Context: an optimization exercise on an open-source flow, tuned for small area and few clock cycles per item. The choices shown serve that exercise and are no tape-out recipe.
Function was checked by simulation only, so behaviour that the tests miss may differ from the original.
Power and IR drop assume default switching activity.

## flow/config.mk

```make
export PLATFORM = sky130hd
export DESIGN_NAME = layer_loader_top
export DESIGN_NICKNAME = layer_loader_top
export VERILOG_FILES = /design/flow/design.v
export SDC_FILE = /design/flow/constraint.sdc
export NUM_CORES = 4
export LEC_CHECK = 0
export CAP_MARGIN = 20
export CORE_MARGIN = 2
export CORE_UTILIZATION = 65
export SLEW_MARGIN = 20
```

## flow/constraint.sdc

```tcl
create_clock -name core_clock -period 8.0 [get_ports {aclk}]
set_input_delay 1.6000 -clock core_clock [delete_from_list [all_inputs] [get_ports {aclk}]]
set_output_delay 1.6000 -clock core_clock [all_outputs]
set_load 0.01 [all_outputs]
```

## flow/design.v

```verilog
`timescale 1ns/1ps
module layer_loader_top (
	input  logic        aclk,
	input  logic        aresetn,
	input  logic        desc_we_i,
	input  logic [31:0] desc_wei_addr_i,
	input  logic [24:0] desc_wei_nburst_i,
	input  logic [7:0]  desc_wei_last_bytes_i,
	input  logic [31:0] desc_ftm_addr_i,
	input  logic [24:0] desc_ftm_nburst_i,
	input  logic [7:0]  desc_ftm_last_bytes_i,
	output logic        desc_ready_o,
	input  logic        wb_full_i,
	input  logic        fb_full_i,
	input  logic        wb_sufficient_i,
	output logic        rd_start_o,
	output logic [31:0] rd_addr_o,
	output logic [24:0] rd_nburst_o,
	input  logic        rd_beat_i,
	input  logic [63:0] rd_data_i,
	output logic [7:0]  wb_we_o,
	output logic [7:0]  fb_we_o,
	output logic [63:0] buf_data_o,
	output logic        layer_done_o
);
	logic        active;    
	logic        open;      
	logic        sel;       
	logic        w_done;    
	logic        f_done;    
	logic [31:0] w_addr, f_addr;
	logic [24:0] w_rem, f_rem;
	logic [3:0]  w_lbi, f_lbi;
	logic [5:0]  k;         
	logic [24:0] c_rem;
	logic        c_final;
	logic        c_full;
	assign c_rem   = sel ? f_rem : w_rem;
	assign c_final = (c_rem[24:3] == '0) && !(c_rem[2] && (c_rem[1:0] != 2'b00));
	assign c_full  = sel ? fb_full_i : wb_full_i;
	assign desc_ready_o = !active;
	assign rd_start_o   = active && !open && !c_full;
	assign rd_addr_o    = sel ? f_addr : w_addr;
	assign rd_nburst_o  = {22'd0, !c_final || c_rem[2], c_final ? c_rem[1:0] : 2'b00};
	logic       beat;
	logic       s_done;
	logic [1:0] hi_t;
	logic [3:0] lo_t;
	logic       last_beat;
	assign beat      = rd_beat_i && open;
	assign s_done    = sel ? f_done : w_done;
	assign hi_t      = s_done ? ((sel ? f_rem[1:0] : w_rem[1:0]) - 2'd1) : 2'b11;
	assign lo_t      = s_done ? (sel ? f_lbi : w_lbi) : 4'hf;
	assign last_beat = beat && (k == {hi_t, lo_t});
	assign layer_done_o = last_beat && w_done && f_done;
	assign wb_we_o      = (beat && !sel) ? (8'd1 << k[2:0]) : 8'd0;
	assign fb_we_o      = (beat &&  sel) ? (8'd1 << k[2:0]) : 8'd0;
	assign buf_data_o   = rd_data_i;
	logic sel_nxt;
	assign sel_nxt = !f_done && (sel || w_done || wb_sufficient_i);
	always_ff @(posedge aclk) begin
		if (!aresetn) begin
			active <= 1'b0;
			open   <= 1'b0;
		end else begin
			if (!active) active <= desc_we_i;
			else if (layer_done_o) active <= 1'b0;
			if (rd_start_o) open <= 1'b1;
			else if (last_beat) open <= 1'b0;
		end
	end
	always_ff @(posedge aclk) begin
		k <= open ? (k + {5'd0, beat}) : 6'd0;
	end
	always_ff @(posedge aclk) begin
		if (!active) begin
			sel    <= 1'b0;
			w_done <= 1'b0;
			f_done <= 1'b0;
		end else begin
			if (last_beat) sel <= sel_nxt;
			if (rd_start_o && !sel && c_final) w_done <= 1'b1;
			if (rd_start_o &&  sel && c_final) f_done <= 1'b1;
		end
	end
	logic w_step, f_step;
	assign w_step = rd_start_o && !sel;
	assign f_step = rd_start_o &&  sel;
	always_ff @(posedge aclk) begin
		if (!active) begin
			w_addr <= desc_wei_addr_i;
			w_rem  <= desc_wei_nburst_i;
			f_addr <= desc_ftm_addr_i;
			f_rem  <= desc_ftm_nburst_i;
		end else begin
			w_addr[31:9] <= w_addr[31:9] + {22'd0, w_step};
			w_rem[24:2]  <= w_rem[24:2]  - {22'd0, w_step};
			f_addr[31:9] <= f_addr[31:9] + {22'd0, f_step};
			f_rem[24:2]  <= f_rem[24:2]  - {22'd0, f_step};
		end
	end
	always_ff @(posedge aclk) begin
		if (!active) begin
			w_lbi <= desc_wei_last_bytes_i[6:3] - 4'd1;
			f_lbi <= desc_ftm_last_bytes_i[6:3] - 4'd1;
		end
	end
endmodule
```

## flow/flow/run.sh

```bash
#!/bin/bash
# Standard layout, with the ports buffered by the smallest buffer and a clock tree of small
# clock buffers without dummy loads.
set -euo pipefail
export BUFFER_PORTS_ARGS="-buffer_cell sky130_fd_sc_hd__buf_1"
export CTS_ARGS="-sink_clustering_enable -repair_clock_nets -dont_use_dummy_load -buf_list {sky130_fd_sc_hd__clkbuf_8} -sink_clustering_size 30 -sink_clustering_max_diameter 100"
bash standard.sh finish > standard.log 2>&1
```

## flow/standard.sh

```bash
#!/bin/bash
# synth_recipe.tcl (not shown) runs the flow's synth.tcl, then flattens the netlist and writes it again
# the make line also repeats each setting of config.mk as NAME=value (left out here)
make -C /OpenROAD-flow-scripts/flow DESIGN_CONFIG=/design/flow/config.mk WORK_HOME=/design/flow/orfs CLKGATE_MAP_FILE= SYNTH_SCRIPT=/design/flow/synth_recipe.tcl "${@:-finish}"
```

==> flow_metrics.tcl, run 1 <==
set metrics [dict create \
    post-route-min-period_ns 5.17 \
    synth_edf_count 30 \
    tightest_slew_ns 0.884 \
    required_ns 6.40 \
    dp_cells 1031 \
    core_area_mm2 0.0108 \
    yosys.area.top_type "dfxtp_1" \
    drive_gt1_frac 0.0705 \
    max_slew_margin 0.411 \
    min_delay_worst_endpoint "w_rem[10]" \
    whs_path_depth 2 \
    r2r-end "w_rem[23]" \
    cp_slowest_cell "dfxtp_4" \
    antennaDiodeCount 0 \
    ys_warn_count 1 \
    end_kind "output port" \
    track_usage 0.296 \
    wl_per_cell_um 17.4 \
    overflow 0 \
    finalSetupViolCount 0 \
    synth_cell_types 49 \
    ys_seq_elements 133 \
    finalMaxSlewViolations 0 \
    post_cts_resized 0 \
    rsz0062_at_grt "false" \
    setup_tns_ns 0 \
    synth_top_family_by_area "simple AND/OR/NAND/NOR gates" \
    synthTopCellsByArea "dfxtp_1 29%, edfxtp_1 13%, buf_4 9.0%" \
    slowest_delay_ns 0.76 \
    cts_sinks 133 \
    hp-class "reg2reg" \
    grt_first_pass_wirelength_mm 26.4 \
    place_congestion 0.896 \
    grt_start_max_net_pins 98 \
    ys_async_sr_fraction 0 \
    cts.reportedPaths.clkPinSlew_ns 0.06 \
    start_util 0.664 \
    die-width_um 109 \
    hp-start "w_rem[10]" \
    critical_path_class "reg2out" \
    hold_viol 0 \
    status "finished clean" \
    synth-main-ff-cell "dfxtp_1" \
    synth_fa_ha_area_frac 0.0226 \
    worstSkewPairLatency_ns 0.45 \
    r2r-start "active" \
    first_pass_iters 5 \
    ir_worst_vdd_v 0.000151 \
    grt_pass1_vias 5187 \
    power_leakage_nw 2.71 \
    ctsHoldBuffers 0 \
    vias_per_cell 5.50 \
    cts_setup_buffers 0 \
    synth_top_area_share 0.287 \
    area_delta_synth_final_pct 5.88 \
    die_h_um 109 \
    worst-r2r-cell-count 10 \
    die_area_mm2 0.0119 \
    ctsHtreeMaxLevel 4 \
    r2r_slack_ns 3.87 \
    dpl.hpwl_mm 14.2 \
    drtIter0Drc 345 \
    worst-path-buf-inv 1 \
    finalWirelength_mm 18.2 \
    num_rows 38 \
    power_density_mw_per_mm2 185 \
    detail-route-antenna-nets 0 \
    fin_crit_sh 0.646 \
    cpMostUsedCell "nor4_1" \
    cp-start-kind "flip-flop" \
    worstPathMaxFanout 50 \
    path_delay_family "simple AND/OR/NAND/NOR gates" \
    synth.area.mux_share 0.0650 \
    cts_tree "yes" \
    synth_compound_area_frac 0.0828 \
    avgSynthCellArea_um2 8.94 \
    antenna_found_initial 1 \
    cp_cell_sequence "mux2i_1, ha_1, nor4_1, a31oi_1, o22a_1, nor4_1, and3_1, buf_1" \
    numCtsBuffers 17 \
    finClkSkew_ns 0.0160 \
    place_ws_ns 3.00 \
    cts_buffer_depth 2 \
    nets 1124 \
    fin_cells 1048 \
    buffer_ports.inserted 182 \
    yosys.area_share.xor_xnor 0.113 \
    clock-root-buffer "clkbuf_8" \
    synthSimpleGateAreaFrac 0.187 \
    fmax_ghz 0.194 \
    synth-seq-area-share 0.412 \
    drv_cap 0 \
    route.detailed.drc 0 \
    setup_ws_ns 2.83 \
    ios 341 \
    arrival_ns 3.57 \
    synth_cells 805 \
    vias 5759 \
    netlist_area_mm2 0.00719 \
]
## how the worst max path moves through the flow
| stage | startpoint | endpoint | slack [ns] | depth (start not counted) |
|---|---|---|---|---|
| 2_1_floorplan | sel | layer_done_o | 3.66 | 10 |
| 3_3_place_gp | sel | layer_done_o | 3.09 | 8 |
| 3_5_place_dp | sel | layer_done_o | 3.00 | 8 |
| 4_1_cts | sel | layer_done_o | 2.49 | 8 |
| 5_1_grt | sel | layer_done_o | 2.52 | 8 |
| 6_report | sel | layer_done_o | 2.83 | 8 |
## kinds of logic after synthesis
| logic type | Yosys count |
|---|---|
| simple gates | 279 |
| buf+inv | 137 |
| flops | 133 |
| compound gates | 107 |
| xor+xnor | 93 |
| mux | 42 |
| fa+ha+maj | 13 |
| other cells | 1 |
## cell type report
cell class              instances  area (µm²)
repair buffers                184         698
multi-input cells             556        3470
clock buffers                  17         234
flip-flops and latches        133        2970
fillers                       908        3220
inverters                      18        67.6
well taps                     140         175
## per-layer routing
metal | up-vias | share of wire | global-route usage | routed length (µm)
met5 | - | 0.00088 | 0 | 16
li1 | 2849 | - | - | -
met1 | 2611 | 0.36 | 0.308 | 6560
met2 | 259 | 0.45 | 0.455 | 8250
met3 | 38 | 0.16 | 0.220 | 2840
met4 | 2 | 0.030 | 0.121 | 554
## worst register-to-register path: cells and delay by family (launching register included)
kind | cells | cell delay (ns)
buffers and inverters | 2 | 0.45
adders and majority gates | 1 | 0.30
DFF | 1 | 0.82
and+or+nand+nor | 5 | 2.18
xor gates and xnor gates | 1 | 0.14
AOI/OAI and AO/OA | 1 | 0.08
## placed cells by master, fill, tap and decap left out, types with 2 or more instances in the layout
| master | n |
|---|---|
| o21bai_1 | 2 |
| nor2_1 | 115 |
| or4_4 | 2 |
| dfxtp_4 | 2 |
| mux2i_1 | 4 |
| and3_1 | 12 |
| o21ai_0 | 8 |
| nand2b_1 | 5 |
| or3_1 | 4 |
| nor4_1 | 14 |
| xnor2_1 | 44 |
| nand2_1 | 34 |
| nand4_1 | 9 |
| and4_1 | 2 |
| ha_1 | 13 |
| a31oi_1 | 4 |
| a21oi_1 | 80 |
| nor3_1 | 27 |
| buf_1 | 182 |
| nand3_1 | 30 |
| xor2_1 | 49 |
| nand3b_1 | 3 |
| inv_1 | 18 |
| edfxtp_1 | 30 |
| and2_1 | 7 |
| conb_1 | 22 |
| nor2b_1 | 6 |
| dfxtp_1 | 101 |
| buf_4 | 2 |
| mux2_2 | 38 |
| clkbuf_8 | 17 |
| or4_1 | 3 |
| nand4b_1 | 2 |
| a32o_1 | 2 |
## per-stage QoR
step / hold slack (ns) / util / power, mW / area (µm²)
floorplan: 0.457 / - / 0.986 / 7270
global placement: 0.471 / 0.681 / 1.01 / 7380
detailed placement: 0.478 / 0.681 / 1.02 / 7380
CTS: 0.489 / 0.702 / 1.42 / 7610
global route: 0.564 / 0.703 / 1.47 / 7620
finish: 0.487 / 0.703 / 1.41 / 7620
## power by group
part / internal [mW] / switching (mW)
combinational: 0.0898 / 0.0991
sequential: 0.751 / 0.0640
clock: 0.186 / 0.220
total: 1.03 / 0.383
## flip-flops by register name, summed over array words and instances (netlist names), 4 cells and up
name    cells
f_lbi       4
w_rem      25
f_addr     32
k           6
w_lbi       4
f_rem      25
w_addr     32
## synthesized netlist by cell type, types with 3 or more instances
library cell    n
nor3_1         27
edfxtp_1       30
buf_1           8
xor2_1         49
or3_1           4
inv_1          18
clkbuf_1       24
o21ai_0         8
mux2i_1         4
a21oi_1        80
and3_1         12
nand2_1        34
dfxtp_1       103
nand3b_1        3
nor2_1        115
ha_1           13
buf_4          86
and2_1          7
nand3_1        30
mux2_2         38
or4_1           3
nand4_1         9
nor2b_1         6
a31oi_1         4
nor4_1         14
xnor2_1        44
nand2b_1        5
Testbench counts, summed over its fixed seeds: cycles 86,800, beats 73,010.
==> run 2: changes to the inputs <==
==> flow/flow/run.sh (replaced) <==
#!/bin/bash
# Standard layout, with the ports buffered by the smallest buffer and a clock tree of small
# clock buffers without dummy loads.
set -euo pipefail
export BUFFER_PORTS_ARGS="-buffer_cell sky130_fd_sc_hd__buf_1"
export CTS_ARGS="-sink_clustering_enable -repair_clock_nets -dont_use_dummy_load -buf_list {sky130_fd_sc_hd__clkbuf_16} -sink_clustering_size 50 -sink_clustering_max_diameter 200"
bash standard.sh finish > standard.log 2>&1
==> run 2 against run 1 <==
Maximum frequency grew 1.2%. Utilization up 1.8 points. Largest cell class unchanged. Register-to-register slack got worse by 0.02 ns. Sequential power is essentially flat. Still clean on timing, DRC and antenna. Worst setup slack better by 0.063 ns. Via count about the same. Final cell count is the same.
==> flow_metrics.tcl, run 2 <==
set metrics [dict create \
    hp-class "reg2reg" \
    die_area_mm2 0.0119 \
    synthTopCellsByArea "dfxtp_1 29%, edfxtp_1 13%, buf_4 9.0%" \
    synth_edf_count 30 \
    rsz0062_at_grt "false" \
    critical_path_class "reg2out" \
    cpMostUsedCell "nor4_1" \
    netlist_area_mm2 0.00719 \
    num-fill-cells 880 \
    slowest_delay_ns 0.76 \
    clkPwrFrac 0.377 \
    layout_common_cells "182 x buf_1, 115 x nor2_1, 101 x dfxtp_1" \
    status "finished clean" \
    finalMaxSlewViolations 0 \
    grt_start_max_net_pins 98 \
    setup_tns_ns 0 \
    hold_viol 0 \
    cp_cell_sequence "mux2i_1, ha_1, nor4_1, a31oi_1, o22a_1, nor4_1, and3_1, buf_1" \
    post_cts_resized 0 \
    dpl.hpwl_mm 14.2 \
    die_h_um 109 \
    track_usage 0.296 \
    core_area_mm2 0.0108 \
    final_common_cell "buf_1" \
    power.switching_mw 0.406 \
    cts_tree "yes" \
    worstSkewPairLatency_ns 0.41 \
    antenna_found_initial 1 \
    place_congestion 0.896 \
    max_slew_margin 0.422 \
    cts_sinks 133 \
    post-route-min-period_ns 5.10 \
    required_ns 6.40 \
    grt_first_pass_wirelength_mm 26.5 \
    ctsHtreeMaxLevel 4 \
    finalSetupViolCount 0 \
    antennaDiodeCount 0 \
    clock-root-buffer "clkbuf_16" \
    nets 1124 \
    finClkSkew_ns 0.0121 \
    cts_setup_buffers 0 \
    first_pass_iters 5 \
    ys_warn_count 1 \
    yosys.area.top_type "dfxtp_1" \
    fmax_ghz 0.196 \
    end_kind "output port" \
    synth-main-ff-cell "dfxtp_1" \
    overflow 0 \
    cts_buffer_depth 2 \
    worstPathMaxFanout 50 \
    cp-start-kind "flip-flop" \
    tightest_slew_ns 0.866 \
    synth-seq-area-share 0.412 \
    route.detailed.drc 0 \
    fin_crit_sh 0.638 \
    cts.reportedPaths.clkPinSlew_ns 0.05 \
    reg.largest.list "f_addr x32, w_addr x32" \
    vias_per_cell 5.50 \
    arrival_ns 3.50 \
    ctsHoldBuffers 0 \
    ys_seq_elements 133 \
    r2r_slack_ns 3.85 \
    place_ws_ns 3.00 \
    ios 341 \
    vias 5760 \
    switching_share 0.251 \
    place_area_mm2 0.00738 \
    avgSynthCellArea_um2 8.94 \
    power_density_mw_per_mm2 207 \
    wl_per_cell_um 17.4 \
    start_util 0.664 \
    buffer_ports.inserted 182 \
    die-width_um 109 \
    p_int_mw 1.21 \
    drive_gt1_frac 0.0705 \
    seqPwrFrac 0.506 \
    cp_slowest_cell "dfxtp_4" \
    setup_ws_ns 2.90 \
    ir_worst_vdd_v 0.000260 \
    num_rows 38 \
    synthMostInstantiatedCell "nor2_1" \
    area_delta_synth_final_pct 8.54 \
    total_power_mw 1.61 \
    power_leakage_nw 2.80 \
    detail-route-antenna-nets 0 \
    grt_pass1_vias 5195 \
    drv_cap 0 \
    numCtsBuffers 17 \
    synth_cell_types 49 \
    drtIter0Drc 430 \
    synth_cells 805 \
    finalWirelength_mm 18.3 \
    ys_async_sr_fraction 0 \
    synth_commonest_cells "115 x nor2_1, 103 x dfxtp_1, 86 x buf_4" \
    p_comb_frac 0.117 \
    fin_area_mm2 0.00781 \
    synth_top_area_share 0.287 \
]
-- run 2: critical path, delay by kind of cell, from the launching register on --
| kind | cells | cell delay, ns |
|---|---|---|
| buf+inv | 1 | 0.15 |
| fa+ha+maj | 1 | 0.34 |
| flops | 1 | 0.76 |
| simple gates | 3 | 1.06 |
| compound gates | 2 | 0.27 |
| mux | 1 | 0.48 |
-- run 2: final cells by class --
cell class,count,area [µm²],area share
clock buffer,17,425,0.0545
inverter,18,67.6,0.00865
multi-input combinational,556,3470,0.445
sequential,133,2970,0.380
tap,140,175,0.0224
timing repair buffer,184,698,0.0894
-- run 2: metrics by stage --
| stage | util | instances | hold slack, ns |
|---|---|---|---|
| 2_1_floorplan | - | 826 | 0.457 |
| 3_3_place_gp | 0.681 | 1031 | 0.471 |
| 3_5_place_dp | 0.681 | 1031 | 0.478 |
| 4_1_cts | 0.720 | 1048 | 0.487 |
| 5_1_grt | 0.720 | 1048 | 0.562 |
| 6_report | 0.720 | 1048 | 0.485 |
-- run 2: routing by layer --
layer  routed length, µm  part of all wire  track usage  vias to the layer above
met5                  62            0.0034       0.0268                        -
met4                 322             0.018       0.0913                        4
met3                2790              0.15        0.208                       32
met2                8510              0.47        0.472                      276
met1                6590              0.36        0.310                     2594
li1                    -                 -            -                     2854
-- run 2: kinds of logic after synthesis --
| family | Yosys count | share of synthesized area |
|---|---|---|
| and+or+nand+nor | 279 | 0.187 |
| buffers and inverters | 137 | 0.117 |
| DFF | 133 | 0.412 |
| AOI/OAI and AO/OA | 107 | 0.0828 |
| xor gates and xnor gates | 93 | 0.113 |
| muxes | 42 | 0.0650 |
| adders and majority gates | 13 | 0.0226 |
| other | 1 | 0.000521 |
-- run 2: path summary, 6_finish.rpt --
check,from,to,cells after the start
max,sel,layer_done_o,8
min,w_rem[10],w_rem[10],2
min reg2reg,w_rem[10],w_rem[10],2
max reg2reg,active,w_rem[23],10
-- run 2: power by group through the flow --
stage | logic, mW | registers, mW | clock network [mW]
floorplan | 0.180 | 0.806 | 0
global placement | 0.182 | 0.824 | 0
detailed placement | 0.188 | 0.828 | 0
CTS | 0.189 | 0.815 | 0.618
global route | 0.211 | 0.825 | 0.644
finish | 0.189 | 0.817 | 0.609
==> run 3: changes to the inputs <==
--- a/flow/design.v
+++ b/flow/design.v
@@ -87,4 +87,17 @@
 	assign w_step = rd_start_o && !sel;
 	assign f_step = rd_start_o &&  sel;
+	logic [22:0] w_addr_t, w_rem_t, f_addr_t, f_rem_t;
+	always_comb begin
+		w_addr_t[0] = w_step;
+		w_rem_t[0]  = w_step;
+		f_addr_t[0] = f_step;
+		f_rem_t[0]  = f_step;
+		for (int i = 1; i < 23; i++) begin
+			w_addr_t[i] = w_addr_t[i-1] &  w_addr[8+i];
+			w_rem_t[i]  = w_rem_t[i-1]  & !w_rem[1+i];
+			f_addr_t[i] = f_addr_t[i-1] &  f_addr[8+i];
+			f_rem_t[i]  = f_rem_t[i-1]  & !f_rem[1+i];
+		end
+	end
 	always_ff @(posedge aclk) begin
 		if (!active) begin
@@ -94,8 +107,8 @@
 			f_rem  <= desc_ftm_nburst_i;
 		end else begin
-			w_addr[31:9] <= w_addr[31:9] + {22'd0, w_step};
-			w_rem[24:2]  <= w_rem[24:2]  - {22'd0, w_step};
-			f_addr[31:9] <= f_addr[31:9] + {22'd0, f_step};
-			f_rem[24:2]  <= f_rem[24:2]  - {22'd0, f_step};
+			w_addr[31:9] <= w_addr[31:9] ^ w_addr_t;
+			w_rem[24:2]  <= w_rem[24:2]  ^ w_rem_t;
+			f_addr[31:9] <= f_addr[31:9] ^ f_addr_t;
+			f_rem[24:2]  <= f_rem[24:2]  ^ f_rem_t;
 		end
 	end
==> flow/flow/run.sh (replaced) <==
#!/bin/bash
# Standard layout, with the ports buffered by the smallest buffer and a clock tree of small
# clock buffers without dummy loads.
set -euo pipefail
export BUFFER_PORTS_ARGS="-buffer_cell sky130_fd_sc_hd__buf_1"
export CTS_ARGS="-sink_clustering_enable -repair_clock_nets -dont_use_dummy_load -buf_list {sky130_fd_sc_hd__clkbuf_8}"
bash standard.sh finish > standard.log 2>&1
--- a/flow/config.mk
+++ b/flow/config.mk
@@ -8,4 +8,4 @@
 export CAP_MARGIN = 20
 export CORE_MARGIN = 2
-export CORE_UTILIZATION = 65
+export CORE_UTILIZATION = 80
 export SLEW_MARGIN = 20
==> run 3 against run 2 <==
Non-clock buffer count unchanged. Clock power decreased by 35%. Hold slack gained 0.081 ns. Routed wire length fell by 17%. Cell area decreased by 4.5%. Largest cell class unchanged. Still clean on timing, DRC and antenna. Total power down 16%. Sequential share of layout area rose by 1.8 points. Combinational power is 4% lower.
==> flow_metrics.tcl, run 3 <==
set metrics [dict create \
    synth-main-ff-cell "dfxtp_1" \
    slowest_delay_ns 0.21 \
    grt_pass1_vias 5072 \
    synth_edf_count 30 \
    area_delta_synth_final_pct 5.75 \
    finClkSkew_ns 0.0334 \
    synthMostInstantiatedCell "dfxtp_1" \
    ir_worst_vdd_v 0.000194 \
    cts_tree "yes" \
    synth-seq-area-share 0.420 \
    seqPwrFrac 0.576 \
    antennaDiodeCount 0 \
    cts_buffer_depth 2 \
    max_slew_margin 0.281 \
    grt_start_max_net_pins 101 \
    ys_warn_count 1 \
    numCtsBuffers 17 \
    route.detailed.drc 0 \
    reg.largest.list "f_addr x32, w_addr x32" \
    clock-root-buffer "clkbuf_8" \
    first_pass_iters 4 \
    status "finished clean" \
    buffer_ports.inserted 182 \
    finalWirelength_mm 15.1 \
    core_area_mm2 0.00864 \
    post-route-util 0.864 \
    num_rows 34 \
    ys_seq_elements 133 \
    cts_setup_buffers 0 \
    layout_common_cells "182 x buf_1, 101 x dfxtp_1, 93 x ha_1" \
    vias 4955 \
    switching_share 0.249 \
    antenna_found_initial 0 \
    arrival_ns 6.54 \
    vias_per_cell 5.54 \
    tightest_slew_ns 1.08 \
    ys_async_sr_fraction 0 \
    die_h_um 97.9 \
    drtIter0Drc 163 \
    drive_gt1_frac 0.128 \
    grt_first_pass_wirelength_mm 23.8 \
    worstPathMaxFanout 3 \
    setup_tns_ns 0 \
    synth_cells 675 \
    track_usage 0.318 \
    synth_top_area_share 0.292 \
    start_util 0.817 \
    die_area_mm2 0.00958 \
    finalSetupViolCount 0 \
    critical_path_class "in2reg" \
    fin_area_mm2 0.00746 \
    power_density_mw_per_mm2 183 \
    ctsHtreeMaxLevel 4 \
    hp-class "reg2reg" \
    ios 341 \
    place_area_mm2 0.00722 \
    cp-start-kind "input pin" \
    avgSynthCellArea_um2 10.4 \
    power.switching_mw 0.338 \
    synth_cell_types 41 \
    fmax_ghz 0.159 \
    cp_slowest_cell "ha_1" \
    finalMaxSlewViolations 0 \
    ctsHoldBuffers 0 \
    p_comb_frac 0.134 \
    post_cts_resized 0 \
    overflow 0 \
    final_common_cell "buf_1" \
    end_kind "flip-flop" \
    die-width_um 97.9 \
    drv_cap 0 \
    power_leakage_nw 3.36 \
    required_ns 8.24 \
    netlist_area_mm2 0.00705 \
    cts_sinks 133 \
    nets 1082 \
    cts.reportedPaths.clkPinSlew_ns 0.06 \
    synthTopCellsByArea "dfxtp_1 29%, ha_1 17%, edfxtp_1 13%" \
    fin_crit_sh 0.787 \
    worstSkewPairLatency_ns 0.43 \
    detail-route-antenna-nets 0 \
    cpMostUsedCell "ha_1" \
    wl_per_cell_um 16.9 \
    place_congestion 0.859 \
    yosys.area.top_type "dfxtp_1" \
    rsz0062_at_grt "false" \
    dpl.hpwl_mm 11.7 \
    p_int_mw 1.02 \
    synth_commonest_cells "103 x dfxtp_1, 93 x ha_1, 86 x buf_4" \
    post-route-min-period_ns 6.30 \
    hold_viol 0 \
    clkPwrFrac 0.290 \
]
==> run 3: changes by cell type in the layout (fill, tap and decap cells not counted), moves of 10 or more <==
cell	previous run	this run
a21oi_1	80	26
clkbuf_16	17	0
nand3_1	30	6
xnor2_1	44	10
xor2_1	49	7
clkbuf_8	0	17
nor2_1	115	39
nor3_1	27	11
ha_1	13	93
inv_1	18	56
o21ai_0	8	26
and3_1	12	2
mux2_2	38	76
==> run 3: power by group through the flow <==
stage	Combinational [mW]	Clock, mW	Sequential [mW]
after floorplan	0.162	0	0.787
after global placement	0.168	0	0.793
after detailed placement	0.181	0	0.798
after CTS	0.183	0.399	0.784
after global routing	0.205	0.426	0.790
final	0.182	0.395	0.784
==> run 3: cell families (layout without fill, tap and decap cells) <==
family | Yosys count | count (layout) | share of synthesized area
AO/OA/AOI/OAI | 64 | 64 | 0.0513
XOR/XNOR | 17 | 17 | 0.0211
adder cells (fa/ha/maj) | 93 | 93 | 0.165
buffers and inverters | 168 | 258 | 0.136
flip-flops | 133 | 133 | 0.420
multiplexers | 79 | 79 | 0.126
other | 1 | 22 | 0.000532
AND/OR/NAND/NOR | 120 | 120 | 0.0798
==> run 3: final timing paths <==
check	from	end	slack (ns)	cells after the start
setup / recovery	wb_full_i	f_addr[31]	1.70	29
hold / removal	f_done	active	0.57	1
setup reg to reg	sel	f_addr[31]	2.08	27
hold reg to reg	f_done	active	0.57	1
==> run 3: final cells by class <==
class / instances / area, µm²
Multi-Input combinational cell: 395 / 3210
Sequential cell: 133 / 2970
Fill cell: 480 / 1180
Timing Repair Buffer: 184 / 698
Clock buffer: 17 / 234
Inverter: 57 / 214
Tap cell: 108 / 135
==> run 3: through the flow <==
stage          hold WS (ns)  cells  total power, mW  setup WS [ns]
3_5_place_dp          0.549    877            0.979           1.26
5_1_grt               0.585    894             1.42           1.43
4_1_cts               0.562    894             1.37           1.67
6_report              0.566    894             1.36           1.70
2_1_floorplan         0.507    696            0.949           1.76
3_3_place_gp          0.530    877            0.961           1.32
==> run 3: worst max-delay path: cells and delay by family <==
kind | cells | cell delay (ns)
simple gates | 2 | 0.29
xor+xnor | 1 | 0.18
buf+inv | 2 | 0.18
compound gates | 2 | 0.22
fa+ha+maj | 22 | 4.10
==> run 3: layer usage <==
layer	vias to the layer above	wire length [µm]	global-route usage
met1	2273	5760	0.345
met2	225	7510	0.543
li1	2411	-	-
met4	0	420	0.120
met3	46	1410	0.150
met5	-	0	0
Testbench counts of run 3, summed over its fixed seeds: cycles 86,800, beats 73,010.
==> run 4: changes to the inputs <==
--- a/flow/config.mk
+++ b/flow/config.mk
@@ -8,4 +8,4 @@
 export CAP_MARGIN = 20
 export CORE_MARGIN = 2
-export CORE_UTILIZATION = 80
+export CORE_UTILIZATION = 65
 export SLEW_MARGIN = 20
==> run 4 against run 3 <==
Critical endpoint is now f_addr[30]. Global-route usage shrank 6.5 points. Critical path depth shrank 1. Still clean. Clock-buffer cell count is the same. Die area grew 22%.
==> flow_metrics.tcl, run 4 <==
set metrics [dict create \
    core_area_mm2 0.0107 \
    slowest_delay_ns 0.27 \
    r2r_slack_ns 2.13 \
    layout_common_cells "182 x buf_1, 101 x dfxtp_1, 93 x ha_1" \
    cts.reportedPaths.clkPinSlew_ns 0.06 \
    cts_sinks 133 \
    die-width_um 108 \
    synth_cell_types 41 \
    ctsHtreeMaxLevel 4 \
    fmax_ghz 0.159 \
    synth_top_area_share 0.292 \
    reg.largest.list "f_addr x32, w_addr x32" \
    start_util 0.659 \
    post_cts_resized 0 \
    finalSetupViolCount 0 \
    cts_buffer_depth 2 \
    setup_ws_ns 1.73 \
    grt_start_max_net_pins 101 \
    synthSimpleGateAreaFrac 0.0798 \
    finalWirelength_mm 14.6 \
    numCtsBuffers 17 \
    antennaDiodeCount 0 \
    grt_pass1_vias 4843 \
    vias 4908 \
    nets 1084 \
    yosys.area_share.xor_xnor 0.0211 \
    die_h_um 108 \
    clock-root-buffer "clkbuf_8" \
    ys_seq_elements 133 \
    synthTopCellsByArea "dfxtp_1 29%, ha_1 17%, edfxtp_1 13%" \
    hp-class "reg2reg" \
    grt_first_pass_wirelength_mm 22.3 \
    dp_cells 910 \
    ys_warn_count 1 \
    synth_compound_area_frac 0.0513 \
    critical_path_class "in2reg" \
    arrival_ns 6.60 \
    status "finished clean" \
    finalMaxSlewViolations 0 \
    drtIter0Drc 184 \
    post-route-min-period_ns 6.27 \
    yosys.area.top_type "dfxtp_1" \
    drv_cap 0 \
    finClkSkew_ns 0.0108 \
    cts_tree "yes" \
    detail-route-antenna-nets 0 \
    worstPathMaxFanout 3 \
    power_leakage_nw 3.37 \
    ir_worst_vdd_v 0.000124 \
    synth-main-ff-cell "dfxtp_1" \
    place_congestion 0.823 \
    vias_per_cell 5.29 \
    cp_slowest_cell "ha_1" \
    cts_setup_buffers 0 \
    wl_per_cell_um 15.7 \
    setup_tns_ns 0 \
    dpl.hpwl_mm 11.2 \
    ios 341 \
    synth-seq-area-share 0.420 \
    track_usage 0.253 \
    antenna_found_initial 0 \
    die_area_mm2 0.0117 \
    buffer_ports.inserted 182 \
    fin_cells 928 \
    fin_crit_sh 0.784 \
    tightest_slew_ns 0.859 \
    avgSynthCellArea_um2 10.4 \
    rsz0062_at_grt "false" \
    first_pass_iters 4 \
    path_delay_family "adder cells" \
    num-fill-cells 884 \
    cp-start-kind "input pin" \
    overflow 0 \
    synth_commonest_cells "103 x dfxtp_1, 93 x ha_1, 86 x buf_4" \
    final_common_cell "buf_1" \
    end_kind "flip-flop" \
    power_density_mw_per_mm2 181 \
    worstSkewPairLatency_ns 0.44 \
    cpMostUsedCell "ha_1" \
    max_slew_margin 0.422 \
    synth_top_family_by_area "adder cells" \
    place_ws_ns 1.27 \
    ctsHoldBuffers 0 \
    synthMostInstantiatedCell "dfxtp_1" \
    drive_gt1_frac 0.131 \
    synth_fa_ha_area_frac 0.165 \
    hold_viol 0 \
    worst-path-buf-inv 2 \
    ys_async_sr_fraction 0 \
    route.detailed.drc 0 \
    synth_edf_count 30 \
    synth_cells 675 \
    required_ns 8.33 \
    netlist_area_mm2 0.00705 \
    num_rows 38 \
    area_delta_synth_final_pct 6.67 \
    total_power_mw 1.36 \
    whs_ns 0.554 \
    synth.area.mux_share 0.126 \
]
==> run 4: cell counts after synthesis <==
Identical to the previous run, type by type.
==> run 4: path summary, 6_finish.rpt <==
path / depth (start not counted) / to / startpoint
min: 2 / f_addr[31] / f_addr[31]
max: 28 / f_addr[30] / wb_full_i
max reg2reg: 26 / w_addr[30] / active
min reg2reg: 2 / f_addr[31] / f_addr[31]
==> run 4: layout make-up <==
type                            count  area (µm²)  area share
Timing Repair Buffer              186         726      0.0965
Clock buffer                       17         234      0.0311
Sequential cell                   133        2970       0.395
Multi-Input combinational cell    395        3210       0.426
Tap cell                          140         175      0.0233
Inverter                           57         214      0.0284
==> run 4: logic make-up (layout without fill, tap and decap cells) <==
kind of cell,after synthesis,count (layout)
XOR/XNOR,17,17
AO/OA/AOI/OAI,64,64
flip-flops,133,133
AND/OR/NAND/NOR,120,120
other,1,22
buffers and inverters,168,260
adder cells (fa/ha/maj),93,93
multiplexers,79,79
==> run 4: routing by layer <==
metal  up-vias  GRT usage  share of wire
met2       219      0.422           0.47
met4         2      0.115          0.028
met5         -     0.0357         0.0037
li1       2414          -              -
met3        35      0.118          0.099
met1      2238      0.270           0.40
==> run 4: stage by stage <==
stage,utilization,cell area [µm²]
floorplan,-,7130
CTS,0.701,7500
global route,0.703,7520
global placement,0.679,7270
detailed placement,0.679,7270
finish,0.703,7520
==> run 4: report_power, final <==
group / internal, mW / switching (mW)
Clock: 0.186 / 0.212
Combinational: 0.0852 / 0.0961
Sequential: 0.752 / 0.0313
==> run 4: worst min-delay path, delay by kind of cell, from the launching register on <==
kind | cells | cell delay, ns
flops | 1 | 0.32
compound gates | 1 | 0.06
xor+xnor | 1 | 0.13
==> run 5: changes to the inputs <==
==> flow/flow/run.sh (replaced) <==
#!/bin/bash
# Standard synthesis, then its combinational logic re-mapped by ABC for area (registers kept
# as they are); then the standard layout, with the ports buffered by the smallest buffer and a
# clock tree of clkbuf_8 without dummy loads. Each tool's output goes to a log here.
set -euo pipefail
W=$(pwd)
export BUFFER_PORTS_ARGS="-buffer_cell sky130_fd_sc_hd__buf_1"
export CTS_ARGS="-sink_clustering_enable -repair_clock_nets -dont_use_dummy_load -root_buf sky130_fd_sc_hd__clkbuf_8 -buf_list {sky130_fd_sc_hd__clkbuf_4}"
bash standard.sh synth > standard_synth.log 2>&1
R=$W/orfs/results/${FLOW_PLATFORM:-sky130hd}/layer_loader_top/base
LIB=$FLOW_HOME/platforms/sky130hd/lib/sky130_fd_sc_hd__tt_025C_1v80.lib
cp $R/1_2_yosys.v $W/standard_1_2_yosys.v
sed -e "s#LIBFILE#$LIB#g" -e "s#INFILE#$W/standard_1_2_yosys.v#" -e "s#OUTFILE#$W/remapped.v#" \
    -e "s#SCRIPTFILE#$W/flow/abc_area.script#" -e "s#TOPNAME#${FLOW_TOP:-layer_loader_top}#" \
    $W/flow/remap.ys > $W/remap_run.ys
yosys -s $W/remap_run.ys > remap.log 2>&1
cp $W/remapped.v $R/1_2_yosys.v
rm -f $R/1_synth.odb $R/1_synth.sdc
bash standard.sh finish > standard.log 2>&1
==> flow/flow/abc_area.script (new file) <==
strash
dch -f
amap -m
==> flow/flow/remap.ys (new file) <==
# Re-map the combinational logic of the standard synthesis for area. The registers are kept
# as they are (black boxes here), with their names and cell types.
read_liberty -ignore_miss_func LIBFILE
blackbox sky130_fd_sc_hd__*df* sky130_fd_sc_hd__*dl*
read_verilog INFILE
hierarchy -top TOPNAME
flatten
delete t:$scopeinfo
opt -purge
abc -liberty LIBFILE -dont_use sky130_fd_sc_hd__lpflow_bleeder_1 -dont_use sky130_fd_sc_hd__lpflow_clkbufkapwr_1 -dont_use sky130_fd_sc_hd__lpflow_clkbufkapwr_16 -dont_use sky130_fd_sc_hd__lpflow_clkbufkapwr_2 -dont_use sky130_fd_sc_hd__lpflow_clkbufkapwr_4 -dont_use sky130_fd_sc_hd__lpflow_clkbufkapwr_8 -dont_use sky130_fd_sc_hd__lpflow_clkinvkapwr_1 -dont_use sky130_fd_sc_hd__lpflow_clkinvkapwr_16 -dont_use sky130_fd_sc_hd__lpflow_clkinvkapwr_2 -dont_use sky130_fd_sc_hd__lpflow_clkinvkapwr_4 -dont_use sky130_fd_sc_hd__lpflow_clkinvkapwr_8 -dont_use sky130_fd_sc_hd__lpflow_decapkapwr_12 -dont_use sky130_fd_sc_hd__lpflow_decapkapwr_3 -dont_use sky130_fd_sc_hd__lpflow_decapkapwr_4 -dont_use sky130_fd_sc_hd__lpflow_decapkapwr_6 -dont_use sky130_fd_sc_hd__lpflow_decapkapwr_8 -dont_use sky130_fd_sc_hd__lpflow_inputiso0n_1 -dont_use sky130_fd_sc_hd__lpflow_inputiso0p_1 -dont_use sky130_fd_sc_hd__lpflow_inputiso1n_1 -dont_use sky130_fd_sc_hd__lpflow_inputiso1p_1 -dont_use sky130_fd_sc_hd__lpflow_inputisolatch_1 -dont_use sky130_fd_sc_hd__lpflow_isobufsrc_1 -dont_use sky130_fd_sc_hd__lpflow_isobufsrc_16 -dont_use sky130_fd_sc_hd__lpflow_isobufsrc_2 -dont_use sky130_fd_sc_hd__lpflow_isobufsrc_4 -dont_use sky130_fd_sc_hd__lpflow_isobufsrc_8 -dont_use sky130_fd_sc_hd__lpflow_isobufsrckapwr_16 -dont_use sky130_fd_sc_hd__lpflow_lsbuf_lh_hl_isowell_tap_1 -dont_use sky130_fd_sc_hd__lpflow_lsbuf_lh_hl_isowell_tap_2 -dont_use sky130_fd_sc_hd__lpflow_lsbuf_lh_hl_isowell_tap_4 -dont_use sky130_fd_sc_hd__lpflow_lsbuf_lh_isowell_4 -dont_use sky130_fd_sc_hd__lpflow_lsbuf_lh_isowell_tap_1 -dont_use sky130_fd_sc_hd__lpflow_lsbuf_lh_isowell_tap_2 -dont_use sky130_fd_sc_hd__lpflow_lsbuf_lh_isowell_tap_4 -dont_use sky130_fd_sc_hd__probe_p_8 -dont_use sky130_fd_sc_hd__probec_p_8  -script SCRIPTFILE
read_liberty -lib -overwrite LIBFILE
opt_clean -purge
hilomap -singleton -hicell sky130_fd_sc_hd__conb_1 HI -locell sky130_fd_sc_hd__conb_1 LO
insbuf -buf sky130_fd_sc_hd__buf_4 A X
splitnets
opt_clean -purge
check -assert -mapped
stat -liberty LIBFILE
write_verilog -noattr -nohex -nodec OUTFILE
==> run 5 against run 4 <==
Still clean on timing, DRC and antenna. Die area is 2.9% lower. Sequential share of layout area grew 3.4 points. Clock-buffer cell count stayed put. Global-route usage rose by 4.9 points. Highest routed layer is now met4. Hold slack got worse by 0.085 ns. Sequential power about the same. Final cell count grew 16%. Routed wire length rose by 17%.
==> flow_metrics.tcl, run 5 <==
set metrics [dict create \
    ctsHoldBuffers 0 \
    area_delta_synth_final_pct 1.04 \
    wl_met3_mm 2.54 \
    worstPathMaxFanout 6 \
    r2r-end "w_rem[24]" \
    antenna_found_initial 0 \
    rsz0062_at_grt "false" \
    ctsHtreeMaxLevel 4 \
    ys_warn_count 1 \
    cts_sinks 133 \
    setup_tns_ns 0 \
    arrival_ns 6.79 \
    netlist_area_mm2 0.00684 \
    required_ns 8.29 \
    buffer_ports.inserted 182 \
    hp-start "f_done" \
    hp-class "reg2reg" \
    whs_path_depth 2 \
    min_delay_worst_endpoint "f_done" \
    post-route-min-period_ns 6.51 \
    layout_common_cells "182 x buf_1, 131 x nand2_1, 105 x o21ai_0" \
    cp-start-kind "input pin" \
    first_pass_iters 5 \
    route.detailed.drc 0 \
    detail-route-antenna-nets 0 \
    wl_met2_mm 7.82 \
    grt_start_max_net_pins 99 \
    overflow 0 \
    drv_cap 0 \
    finalWirelength_mm 17.1 \
    synth_cells 853 \
    r2r_slack_ns 1.94 \
    antennaDiodeCount 0 \
    max_slew_margin 0.376 \
    cts_setup_buffers 0 \
    track_usage 0.302 \
    die_h_um 107 \
    clock-root-buffer "clkbuf_8" \
    power_leakage_nw 2.56 \
    r2r-start "sel" \
    wl_met1_mm 6.05 \
    finalMaxSlewViolations 0 \
    vias_per_cell 5.33 \
    wl_per_cell_um 15.9 \
    grt_first_pass_wirelength_mm 26.2 \
    slowest_delay_ns 0.40 \
    end_kind "flip-flop" \
    core_area_mm2 0.0103 \
    ios 341 \
    final_common_cell "buf_1" \
    power_density_mw_per_mm2 183 \
    fmax_ghz 0.154 \
    finalSetupViolCount 0 \
    place_ws_ns 1.01 \
    die-width_um 107 \
    start_util 0.666 \
    cts_tree "yes" \
    total_power_mw 1.26 \
    tightest_slew_ns 0.936 \
    post_cts_resized 0 \
    cts.reportedPaths.clkPinSlew_ns 0.11 \
    num_rows 37 \
    nets 1143 \
    highest_layer "met4" \
    drtIter0Drc 341 \
    die_area_mm2 0.0114 \
    avgSynthCellArea_um2 8.02 \
    cp_slowest_cell "or3_1" \
    worstSkewPairLatency_ns 0.42 \
    hold_viol 0 \
    worst-r2r-cell-count 32 \
    fin_crit_sh 0.813 \
    ir_worst_vdd_v 0.000149 \
    finClkSkew_ns 0.0358 \
    setup_ws_ns 1.49 \
    post-route-util 0.673 \
    numCtsBuffers 17 \
    cpMostUsedCell "nor2_1" \
    drive_gt1_frac 0.0245 \
    status "finished clean" \
    dpl.hpwl_mm 13.4 \
    vias 5738 \
    critical_path_class "in2reg" \
    reg.largest.list "f_addr x32, w_addr x32" \
    grt_pass1_vias 5312 \
    cts_buffer_depth 2 \
    place_congestion 0.941 \
]
## run 5: cell type report
class | instances | area (µm²)
Timing Repair Buffer | 186 | 713
Fill cell | 941 | 3370
Sequential cell | 133 | 2960
Tap cell | 136 | 170
Inverter | 85 | 322
Multi-Input combinational cell | 519 | 2610
Clock buffer | 17 | 134
## run 5: per-stage QoR
step / hold WS, ns / cells / instance area, µm²
CTS: 0.471 / 1076 / 6910
global placement: 0.449 / 1059 / 6780
detailed placement: 0.456 / 1059 / 6780
global route: 0.497 / 1076 / 6910
finish: 0.469 / 1076 / 6910
floorplan: 0.438 / 874 / 6920
## run 5: layer usage
layer,GRT usage,up-vias
met1,0.306,2514
met2,0.481,235
met5,0,-
met4,0.136,0
met3,0.205,56
li1,-,2933
## run 5: critical path: cells and delay by family
family                 cells  cell delay [ns]
AOI/OAI and AO/OA          2             0.14
and+or+nand+nor           21             3.87
buffers and inverters     10             1.15
## run 5: how the worst max path moves through the flow
| stage | from | to | slack (ns) | depth (start not counted) |
|---|---|---|---|---|
| after floorplan | active | w_rem[24] | 0.60 | 33 |
| after global placement | wb_full_i | w_rem[24] | 1.30 | 33 |
| after detailed placement | wb_full_i | w_rem[24] | 1.01 | 33 |
| after CTS | wb_full_i | w_rem[24] | 1.47 | 33 |
| after global routing | wb_full_i | w_rem[24] | 0.67 | 33 |
| final | wb_full_i | w_rem[24] | 1.49 | 33 |
## run 5: power breakdown
group	switching, mW	internal, mW	leakage (nW)
registers	0.0366	0.749	1.17
logic	0.0978	0.0753	1.31
clock network	0.200	0.104	0.0808
==> run 6: changes to the inputs <==
--- a/flow/flow/run.sh
+++ b/flow/flow/run.sh
@@ -6,5 +6,5 @@
 W=$(pwd)
 export BUFFER_PORTS_ARGS="-buffer_cell sky130_fd_sc_hd__buf_1"
-export CTS_ARGS="-sink_clustering_enable -repair_clock_nets -dont_use_dummy_load -root_buf sky130_fd_sc_hd__clkbuf_8 -buf_list {sky130_fd_sc_hd__clkbuf_4}"
+export CTS_ARGS="-sink_clustering_enable -repair_clock_nets -dont_use_dummy_load -buf_list {sky130_fd_sc_hd__clkbuf_8}"
 bash standard.sh synth > standard_synth.log 2>&1
 R=$W/orfs/results/${FLOW_PLATFORM:-sky130hd}/layer_loader_top/base
==> run 6 against run 5 <==
First-iteration DRC count rose by 0.88%. Final cell count did not move. Utilization up 0.97 points. Critical path type unchanged. Largest cell class unchanged. Largest power group unchanged.
==> flow_metrics.tcl, run 6 <==
set metrics [dict create \
    switching_share 0.255 \
    seqCellArea_mm2 0.00296 \
    drtIter0Drc 344 \
    vias 5758 \
    worstSkewPairLatency_ns 0.44 \
    antennaDiodeCount 0 \
    drive_gt1_frac 0.0245 \
    power_density_mw_per_mm2 194 \
    layout_common_cells "182 x buf_1, 131 x nand2_1, 105 x o21ai_0" \
    p_int_mw 1.01 \
    grt_start_max_net_pins 99 \
    detail-route-antenna-nets 0 \
    r2r-start "sel" \
    p_comb_frac 0.127 \
    ir_worst_vdd_v 0.000159 \
    r2r_slack_ns 1.93 \
    cpMostUsedCell "nor2_1" \
    cp-start-kind "input pin" \
    setup_tns_ns 0 \
    seqPwrFrac 0.579 \
    ctsHtreeMaxLevel 4 \
    status "finished clean" \
    finalSetupViolCount 0 \
    met1_usage 0.308 \
    end_kind "flip-flop" \
    cts_tree "yes" \
    nets 1143 \
    grt_first_pass_wirelength_mm 26.4 \
    fin_crit_sh 0.811 \
    place_congestion 0.941 \
    required_ns 8.30 \
    finalMaxSlewViolations 0 \
    hold_viol 0 \
    fmax_ghz 0.154 \
    post_cts_resized 0 \
    final_common_cell "buf_1" \
    cts.reportedPaths.clkPinSlew_ns 0.07 \
    ctsHoldBuffers 0 \
    worst-r2r-cell-count 32 \
    die_h_um 107 \
    netlist_area_mm2 0.00684 \
    power.switching_mw 0.347 \
    post-route-min-period_ns 6.49 \
    path_delay_family "simple AND/OR/NAND/NOR gates" \
    core_area_mm2 0.0103 \
    clkPwrFrac 0.293 \
    cts_setup_buffers 0 \
    ios 341 \
    num-fill-cells 928 \
    vias_per_cell 5.35 \
    cp_num_cells 33 \
    buffer_ports.inserted 182 \
    numCtsBuffers 17 \
    cts_sinks 133 \
    route.detailed.drc 0 \
    num_rows 37 \
    die-width_um 107 \
    track_usage 0.304 \
    hp-class "reg2reg" \
    avgSynthCellArea_um2 8.02 \
    antenna_found_initial 0 \
    finClkSkew_ns 0.0228 \
    start_util 0.666 \
    area_delta_synth_final_pct 2.51 \
    die_area_mm2 0.0114 \
    cts_buffer_depth 2 \
    synth_cells 853 \
    r2r-end "w_rem[24]" \
    crit_path_end "w_rem[24]" \
    overflow 0 \
    crit_start "wb_full_i" \
    power_leakage_nw 2.60 \
    drv_cap 0 \
    grtUsageMet2 0.485 \
    setup_ws_ns 1.51 \
    wl_per_cell_um 16.0 \
    dpl.hpwl_mm 13.4 \
    worstPathMaxFanout 6 \
    grt.busiest_layer "met2" \
    max_slew_margin 0.363 \
    grt_pass1_vias 5331 \
    critical_path_class "in2reg" \
    cp_slowest_cell "or3_1" \
    first_pass_iters 5 \
    worst-path-buf-inv 10 \
    finalWirelength_mm 17.2 \
    ys_warn_count 1 \
    place_ws_ns 1.01 \
    tightest_slew_ns 0.955 \
    slowest_delay_ns 0.40 \
    arrival_ns 6.79 \
    rsz0062_at_grt "false" \
    grt_util_met3 0.192 \
    total_power_mw 1.36 \
    reg.largest.list "f_addr x32, w_addr x32" \
    multiInputGateArea_mm2 0.00261 \
    clock-root-buffer "clkbuf_8" \
]
==> run 6: worst min path at each step <==
| stage | from | endpoint | slack [ns] | cells past startpoint |
|---|---|---|---|---|
| final | f_done | f_done | 0.47 | 2 |
| after global routing | f_done | f_done | 0.49 | 2 |
| after CTS | f_done | f_done | 0.47 | 2 |
| after detailed placement | f_done | f_done | 0.46 | 2 |
| after global placement | f_done | f_done | 0.45 | 2 |
| after floorplan | f_done | f_done | 0.44 | 2 |
==> run 6: cell type report <==
class | count | share of cell area
clock buffer | 17 | 0.0334
inverter | 85 | 0.0459
multi-input combinational | 519 | 0.372
sequential | 133 | 0.423
tap | 136 | 0.0243
timing repair buffer | 186 | 0.102
==> run 6: worst min-delay path, cell delays in order (launching register included) <==
cell	delay, ns
dfxtp_1	0.31
clkinv_1	0.05
o22ai_1	0.05
==> run 6: per-layer routing <==
layer,share of wire,routed length (µm),up-vias
met5,0,0,-
met4,0.043,737,0
met3,0.15,2510,57
met2,0.46,7840,247
met1,0.36,6130,2520
li1,-,-,2934
==> run 6: power by group through the flow <==
stage	clock network (mW)	registers [mW]	logic, mW
2_1_floorplan	0	0.793	0.177
3_3_place_gp	0	0.798	0.167
3_5_place_dp	0	0.801	0.173
4_1_cts	0.408	0.787	0.174
5_1_grt	0.436	0.795	0.198
6_report	0.399	0.787	0.173
==> run 6: per-stage QoR <==
| step | hold WS [ns] | cells | instance area (µm²) | util |
|---|---|---|---|---|
| after floorplan | 0.438 | 874 | 6920 | - |
| after global placement | 0.449 | 1059 | 6780 | 0.659 |
| after detailed placement | 0.456 | 1059 | 6780 | 0.659 |
| after CTS | 0.466 | 1076 | 7010 | 0.682 |
| after global routing | 0.491 | 1076 | 7010 | 0.682 |
| final | 0.468 | 1076 | 7010 | 0.682 |
==> run 7: changes to the inputs <==
--- a/flow/design.v
+++ b/flow/design.v
@@ -84,18 +84,17 @@
 		end
 	end
-	logic w_step, f_step;
-	assign w_step = rd_start_o && !sel;
-	assign f_step = rd_start_o &&  sel;
-	logic [22:0] w_addr_t, w_rem_t, f_addr_t, f_rem_t;
-	always_comb begin
-		w_addr_t[0] = w_step;
-		w_rem_t[0]  = w_step;
-		f_addr_t[0] = f_step;
-		f_rem_t[0]  = f_step;
-		for (int i = 1; i < 23; i++) begin
-			w_addr_t[i] = w_addr_t[i-1] &  w_addr[8+i];
-			w_rem_t[i]  = w_rem_t[i-1]  & !w_rem[1+i];
-			f_addr_t[i] = f_addr_t[i-1] &  f_addr[8+i];
-			f_rem_t[i]  = f_rem_t[i-1]  & !f_rem[1+i];
+	logic       rot;
+	logic       c_inc, c_dec;      
+	logic       a_lsb, r_lsb;
+	assign rot   = beat && !s_done && (k < 6'd23);
+	assign a_lsb = sel ? f_addr[9] : w_addr[9];
+	assign r_lsb = sel ? f_rem[2]  : w_rem[2];
+	always_ff @(posedge aclk) begin
+		if (rd_start_o) begin
+			c_inc <= 1'b1;
+			c_dec <= 1'b1;
+		end else if (rot) begin
+			c_inc <= c_inc &&  a_lsb;
+			c_dec <= c_dec && !r_lsb;
 		end
 	end
@@ -106,9 +105,9 @@
 			f_addr <= desc_ftm_addr_i;
 			f_rem  <= desc_ftm_nburst_i;
-		end else begin
-			w_addr[31:9] <= w_addr[31:9] ^ w_addr_t;
-			w_rem[24:2]  <= w_rem[24:2]  ^ w_rem_t;
-			f_addr[31:9] <= f_addr[31:9] ^ f_addr_t;
-			f_rem[24:2]  <= f_rem[24:2]  ^ f_rem_t;
+		end else if (rot) begin
+			w_addr[31:9] <= {w_addr[9] ^ (c_inc && !sel), w_addr[31:10]};
+			w_rem[24:2]  <= {w_rem[2]  ^ (c_dec && !sel), w_rem[24:3]};
+			f_addr[31:9] <= {f_addr[9] ^ (c_inc &&  sel), f_addr[31:10]};
+			f_rem[24:2]  <= {f_rem[2]  ^ (c_dec &&  sel), f_rem[24:3]};
 		end
 	end
--- a/flow/flow/run.sh
+++ b/flow/flow/run.sh
@@ -6,5 +6,5 @@
 W=$(pwd)
 export BUFFER_PORTS_ARGS="-buffer_cell sky130_fd_sc_hd__buf_1"
-export CTS_ARGS="-sink_clustering_enable -repair_clock_nets -dont_use_dummy_load -buf_list {sky130_fd_sc_hd__clkbuf_8}"
+export CTS_ARGS="-sink_clustering_enable -repair_clock_nets -dont_use_dummy_load -root_buf sky130_fd_sc_hd__clkbuf_16 -buf_list {sky130_fd_sc_hd__clkbuf_4}"
 bash standard.sh synth > standard_synth.log 2>&1
 R=$W/orfs/results/${FLOW_PLATFORM:-sky130hd}/layer_loader_top/base
==> run 7 against run 6 <==
Largest cell class unchanged. Highest routed layer is now met5. Register-to-register slack better by 2.5 ns. Non-clock buffer count is 1 lower. First-iteration DRC count grew 12%. Die area shrank 0.90%. Sequential share of layout area grew 15 points.
==> flow_metrics.tcl, run 7 <==
set metrics [dict create \
    r2r-start "sel" \
    required_ns 6.40 \
    core_area_mm2 0.0102 \
    vias_per_cell 6.06 \
    post-route-min-period_ns 5.45 \
    vias 4658 \
    avgSynthCellArea_um2 12.4 \
    seqCellArea_mm2 0.00393 \
    ctsHoldBuffers 0 \
    path_delay_family "buffers and inverters" \
    die_h_um 106 \
    layout_common_cells "182 x buf_1, 124 x o22a_1, 122 x edfxtp_1" \
    power_density_mw_per_mm2 202 \
    grt_pass1_vias 4487 \
    place_ws_ns 3.01 \
    r2r-end "active" \
    worst-r2r-cell-count 10 \
    antennaDiodeCount 0 \
    die-width_um 106 \
    fin_cells 769 \
    worst-path-buf-inv 3 \
    cts.reportedPaths.clkPinSlew_ns 0.11 \
    ys_warn_count 1 \
    multiInputGateArea_mm2 0.00184 \
    cp_num_cells 10 \
    clock-root-buffer "clkbuf_16" \
    track_usage 0.329 \
    worstPathMaxFanout 46 \
    num-fill-cells 825 \
    clkPwrFrac 0.231 \
    place_congestion 0.889 \
    die_area_mm2 0.0113 \
    first_pass_iters 5 \
    status "finished clean" \
    slowest_delay_ns 0.96 \
    setup_ws_ns 2.55 \
    grt_start_max_net_pins 98 \
    post_cts_resized 0 \
    worstSkewPairLatency_ns 0.36 \
    hp-start "open" \
    detail-route-antenna-nets 0 \
    finalSetupViolCount 0 \
    finalWirelength_mm 18.6 \
    drtIter0Drc 385 \
    total_power_mw 1.38 \
    switching_share 0.243 \
    end_kind "output port" \
    buffer_ports.inserted 182 \
    arrival_ns 3.85 \
    drive_gt1_frac 0.0379 \
    wl_per_cell_um 24.1 \
    numCtsBuffers 17 \
    critical_path_class "reg2out" \
    area_delta_synth_final_pct 1.33 \
    hold_viol 0 \
    drv_cap 0 \
    p_int_mw 1.05 \
    ios 341 \
    fin_crit_sh 0.681 \
    synth_cells 547 \
    cts_setup_buffers 0 \
    hp-class "reg2reg" \
    netlist_area_mm2 0.00678 \
    cts_tree "yes" \
    fmax_ghz 0.183 \
    cp_slowest_cell "dfxtp_2" \
    route.detailed.drc 0 \
    r2r_slack_ns 4.44 \
    dpl.hpwl_mm 13.8 \
    finalMaxSlewViolations 0 \
    p_comb_frac 0.119 \
    tightest_slew_ns 1.06 \
    cts_buffer_depth 2 \
    final_common_cell "buf_1" \
    power_leakage_nw 2.22 \
    setup_tns_ns 0 \
    reg.largest.list "f_addr x32, w_addr x32" \
    num_rows 37 \
    cpMostUsedCell "nor2_1" \
    ir_worst_vdd_v 0.000105 \
    cp_cell_sequence "clkinv_1, nor2_1, clkinv_1, o22ai_1, nor2_1, a211oi_1, o2111ai_1, nor2_1, and3_1, buf_1" \
    whs_path_depth 2 \
    cts_sinks 135 \
    max_slew_margin 0.291 \
    cp-start-kind "flip-flop" \
    dp_cells 752 \
    start_util 0.662 \
    antenna_found_initial 0 \
    seqPwrFrac 0.649 \
    grt_first_pass_wirelength_mm 26.7 \
    power.switching_mw 0.336 \
    rsz0062_at_grt "false" \
    min_delay_worst_endpoint "k[1]" \
    nets 836 \
    post-route-util 0.671 \
    finClkSkew_ns 0.0405 \
    ctsHtreeMaxLevel 4 \
    overflow 0 \
]
run 7: changes by cell type in the layout (fill, tap and decap cells not counted), sizes merged, moves of 10 or more:
cell and delta:
clkinv -67, o21ai -99, dfxtp -90, edfxtp +92
a21oi -24, nor2 -44, nand2 -114, o22a +92
o32a -10
run 7: how the worst max path moves through the flow:
stage / from / to
after floorplan: active / rd_start_o
after global placement: sel / layer_done_o
after detailed placement: sel / layer_done_o
after CTS: sel / layer_done_o
after global routing: sel / layer_done_o
final: sel / layer_done_o
run 7: area by class of cell:
cell class,instances,area share
Timing Repair Buffer,185,0.103
Inverter,18,0.0102
Clock buffer,17,0.0211
Multi-Input combinational cell,278,0.268
Tap cell,136,0.0248
Sequential cell,135,0.572
run 7: metrics by stage:
step / area (µm²) / hold slack, ns
after CTS: 6860 / 0.465
after global routing: 6870 / 0.493
after detailed placement: 6720 / 0.472
after global placement: 6720 / 0.466
after floorplan: 6860 / 0.452
final: 6870 / 0.469
run 7: layer usage:
layer  up-vias  routed length (µm)  global-route usage  part of all wire
met5         -                  77              0.0524            0.0041
met4         2                 522               0.131             0.028
met3        38                3190               0.245              0.17
met2       271                8050               0.450              0.43
met1      2219                6710               0.389              0.36
li1       2128                   -                   -                 -
run 7: power groups by stage:
stage / combinational (mW) / sequential (mW) / clock [mW]
2_1_floorplan: 0.171 / 0.900 / 0
3_3_place_gp: 0.160 / 0.912 / 0
3_5_place_dp: 0.165 / 0.914 / 0
4_1_cts: 0.165 / 0.899 / 0.326
5_1_grt: 0.181 / 0.908 / 0.351
6_report: 0.165 / 0.899 / 0.320
run 7: tightest hold or removal path, delay by kind of cell (launching register included):
kind	cells	cell delay [ns]
compound gates	2	0.11
flops	1	0.34
Testbench counts of run 7, summed over its fixed seeds: cycles 86,800, beats 73,010.
==> run 8: changes to the inputs <==
--- a/flow/flow/run.sh
+++ b/flow/flow/run.sh
@@ -6,5 +6,5 @@
 W=$(pwd)
 export BUFFER_PORTS_ARGS="-buffer_cell sky130_fd_sc_hd__buf_1"
-export CTS_ARGS="-sink_clustering_enable -repair_clock_nets -dont_use_dummy_load -root_buf sky130_fd_sc_hd__clkbuf_16 -buf_list {sky130_fd_sc_hd__clkbuf_4}"
+export CTS_ARGS="-sink_clustering_enable -repair_clock_nets -dont_use_dummy_load -buf_list {sky130_fd_sc_hd__clkbuf_8}"
 bash standard.sh synth > standard_synth.log 2>&1
 R=$W/orfs/results/${FLOW_PLATFORM:-sky130hd}/layer_loader_top/base
==> run 8 against run 7 <==
Highest routed layer unchanged. Total power is 6.2% higher. Sequential share of layout area down 0.73 points. Global-route usage grew 0.12 points. Critical path depth unchanged. Non-clock buffer count did not move. Sequential power about the same. Clock power up 26%. Utilization rose by 0.87 points. Die area unchanged. Routed wire length up 0.40%. Maximum frequency fell by 0.73%. Still clean. Critical endpoint unchanged. Final cell count unchanged.
==> flow_metrics.tcl, run 8 <==
set metrics [dict create \
    drv_cap 0 \
    cts_setup_buffers 0 \
    first_pass_iters 6 \
    finClkSkew_ns 0.0247 \
    clock-root-buffer "clkbuf_8" \
    vias_per_cell 6.04 \
    nets 836 \
    power_density_mw_per_mm2 211 \
    dpl.hpwl_mm 13.8 \
    vias 4647 \
    reg.largest.list "f_addr x32, w_addr x32" \
    critical_path_class "reg2out" \
    cp_cell_sequence "clkinv_1, nor2_1, clkinv_1, o22ai_1, nor2_1, a211oi_1, o2111ai_1, nor2_1, and3_1, buf_1" \
    worst-path-buf-inv 3 \
    hold_viol 0 \
    dp_cells 752 \
    power_leakage_nw 2.25 \
    required_ns 6.40 \
    cp-start-kind "flip-flop" \
    drive_gt1_frac 0.0379 \
    slowest_delay_ns 0.95 \
    cts.reportedPaths.clkPinSlew_ns 0.07 \
    tightest_slew_ns 1.07 \
    arrival_ns 3.89 \
    grt_first_pass_wirelength_mm 26.6 \
    cts_tree "yes" \
    post-route-min-period_ns 5.49 \
    start_util 0.662 \
    antennaDiodeCount 0 \
    avgSynthCellArea_um2 12.4 \
    post_cts_resized 0 \
    num_rows 37 \
    die-width_um 106 \
    grt_pass1_vias 4479 \
    worstSkewPairLatency_ns 0.43 \
    worstPathMaxFanout 46 \
    place_congestion 0.889 \
    setup_tns_ns 0 \
    ir_worst_vdd_v 0.000109 \
    fin_crit_sh 0.686 \
    cpMostUsedCell "nor2_1" \
    finalMaxSlewViolations 0 \
    ys_warn_count 1 \
    ios 341 \
    status "finished clean" \
    track_usage 0.330 \
    antenna_found_initial 0 \
    synth_cells 547 \
    finalWirelength_mm 18.6 \
    cts_sinks 135 \
    route.detailed.drc 0 \
    netlist_area_mm2 0.00678 \
    cts_buffer_depth 2 \
    overflow 0 \
    rsz0062_at_grt "false" \
    hp-class "reg2reg" \
    grt_start_max_net_pins 98 \
    path_delay_family "buffers and inverters" \
    cp_slowest_cell "dfxtp_2" \
    finalSetupViolCount 0 \
    die_area_mm2 0.0113 \
    final_common_cell "buf_1" \
    area_delta_synth_final_pct 2.64 \
    fmax_ghz 0.182 \
    detail-route-antenna-nets 0 \
    die_h_um 106 \
    wl_per_cell_um 24.2 \
    ctsHoldBuffers 0 \
    end_kind "output port" \
    fin_cells 769 \
    layout_common_cells "182 x buf_1, 124 x o22a_1, 122 x edfxtp_1" \
    drtIter0Drc 407 \
    buffer_ports.inserted 182 \
    ctsHtreeMaxLevel 4 \
    core_area_mm2 0.0102 \
    numCtsBuffers 17 \
    max_slew_margin 0.287 \
]
run 8: cell count changes in the layout (fill, tap and decap cells not counted):
cell,delta
clkbuf_4,-16
clkbuf_8,+17
clkbuf_16,-1
run 8: stage by stage:
stage / util / hold slack (ns) / power (mW) / setup slack, ns / cell area [µm²]
final: 0.680 / 0.480 / 1.47 / 2.51 / 6960
after global routing: 0.680 / 0.499 / 1.53 / 2.20 / 6960
after detailed placement: 0.657 / 0.472 / 1.08 / 3.01 / 6720
after CTS: 0.679 / 0.472 / 1.48 / 2.53 / 6950
after floorplan: - / 0.452 / 1.07 / 0.612 / 6860
after global placement: 0.657 / 0.466 / 1.07 / 3.06 / 6720
run 8: worst paths after layout:
path / from / end / slack (ns) / cells after the start
worst min-delay path: open / k[1] / 0.48 / 2
worst min register to register: open / k[1] / 0.48 / 2
worst max register to register: sel / active / 4.46 / 10
worst max-delay path: sel / layer_done_o / 2.51 / 10
run 8: layout make-up:
type | count | area, µm²
repair buffers | 185 | 709
clock buffers | 17 | 234
fillers | 816 | 3280
multi-input cells | 278 | 1840
flip-flops and latches | 135 | 3930
inverters | 18 | 70.1
well taps | 136 | 170
run 8: metal layers:
metal | part of all wire | routed length, µm | vias to the layer above | GRT usage
met5 | 0.0041 | 77 | - | 0.0524
met4 | 0.031 | 581 | 2 | 0.142
met3 | 0.17 | 3170 | 40 | 0.244
met2 | 0.43 | 8020 | 268 | 0.448
met1 | 0.36 | 6790 | 2210 | 0.390
li1 | - | - | 2127 | -
run 8: worst register-to-register path, delay by kind of cell, from the launching register on:
kind / cells / cell delay [ns]
flops: 1 / 0.95
simple gates: 4 / 0.90
buf+inv: 2 / 0.81
compound gates: 4 / 0.72
run 8: power breakdown:
group          switching (mW)  internal (mW)  total (mW)
combinational          0.0871         0.0786       0.166
sequential             0.0454          0.855       0.900
clock                   0.218          0.187       0.404

-- re-timing with driven ports --
How much do the figures lean on ideal ports? The routed layouts below were timed once more, with nothing changed but the port constraints. Step 1 assumes that a clkbuf_16 drives the clock port and a buf_2 every other input. Step 2 moves the port delays by t, midway between the first and last clock arrival at a register: inputs arrive t later, outputs are due t later. That takes back most of the time a late clock gives input paths. Three values: ideal, step 1, step 2; two values: the first two.
| run | t, ns | setup WS [ns] | worst setup path after step 2 | slew at the worst register clock pin (ns) |
|---|---|---|---|---|
| run 1 | 0.482 | 2.834 / 2.798 / 3.280 | register to output | 0.07 / 0.07 |
| run 2 | 0.447 | 2.897 / 2.857 / 3.304 | register to output | 0.06 / 0.06 |
| run 3 | 0.451 | 1.700 / 1.702 / 1.251 | input to register | 0.09 / 0.09 |
| run 4 | 0.472 | 1.727 / 1.741 / 1.270 | input to register | 0.07 / 0.07 |
| run 5 | 0.435 | 1.495 / 1.487 / 1.052 | input to register | 0.11 / 0.11 |
| run 6 | 0.463 | 1.508 / 1.501 / 1.038 | input to register | 0.07 / 0.07 |
| run 7 | 0.383 | 2.549 / 2.508 / 2.891 | register to output | 0.12 / 0.12 |
| run 8 | 0.459 | 2.510 / 2.474 / 2.933 | register to output | 0.08 / 0.08 |
After both steps setup and hold are still met in every run listed. The setup slack of run 6, which loses most, moves by -0.007 ns with the drivers and by -0.470 ns with both steps.
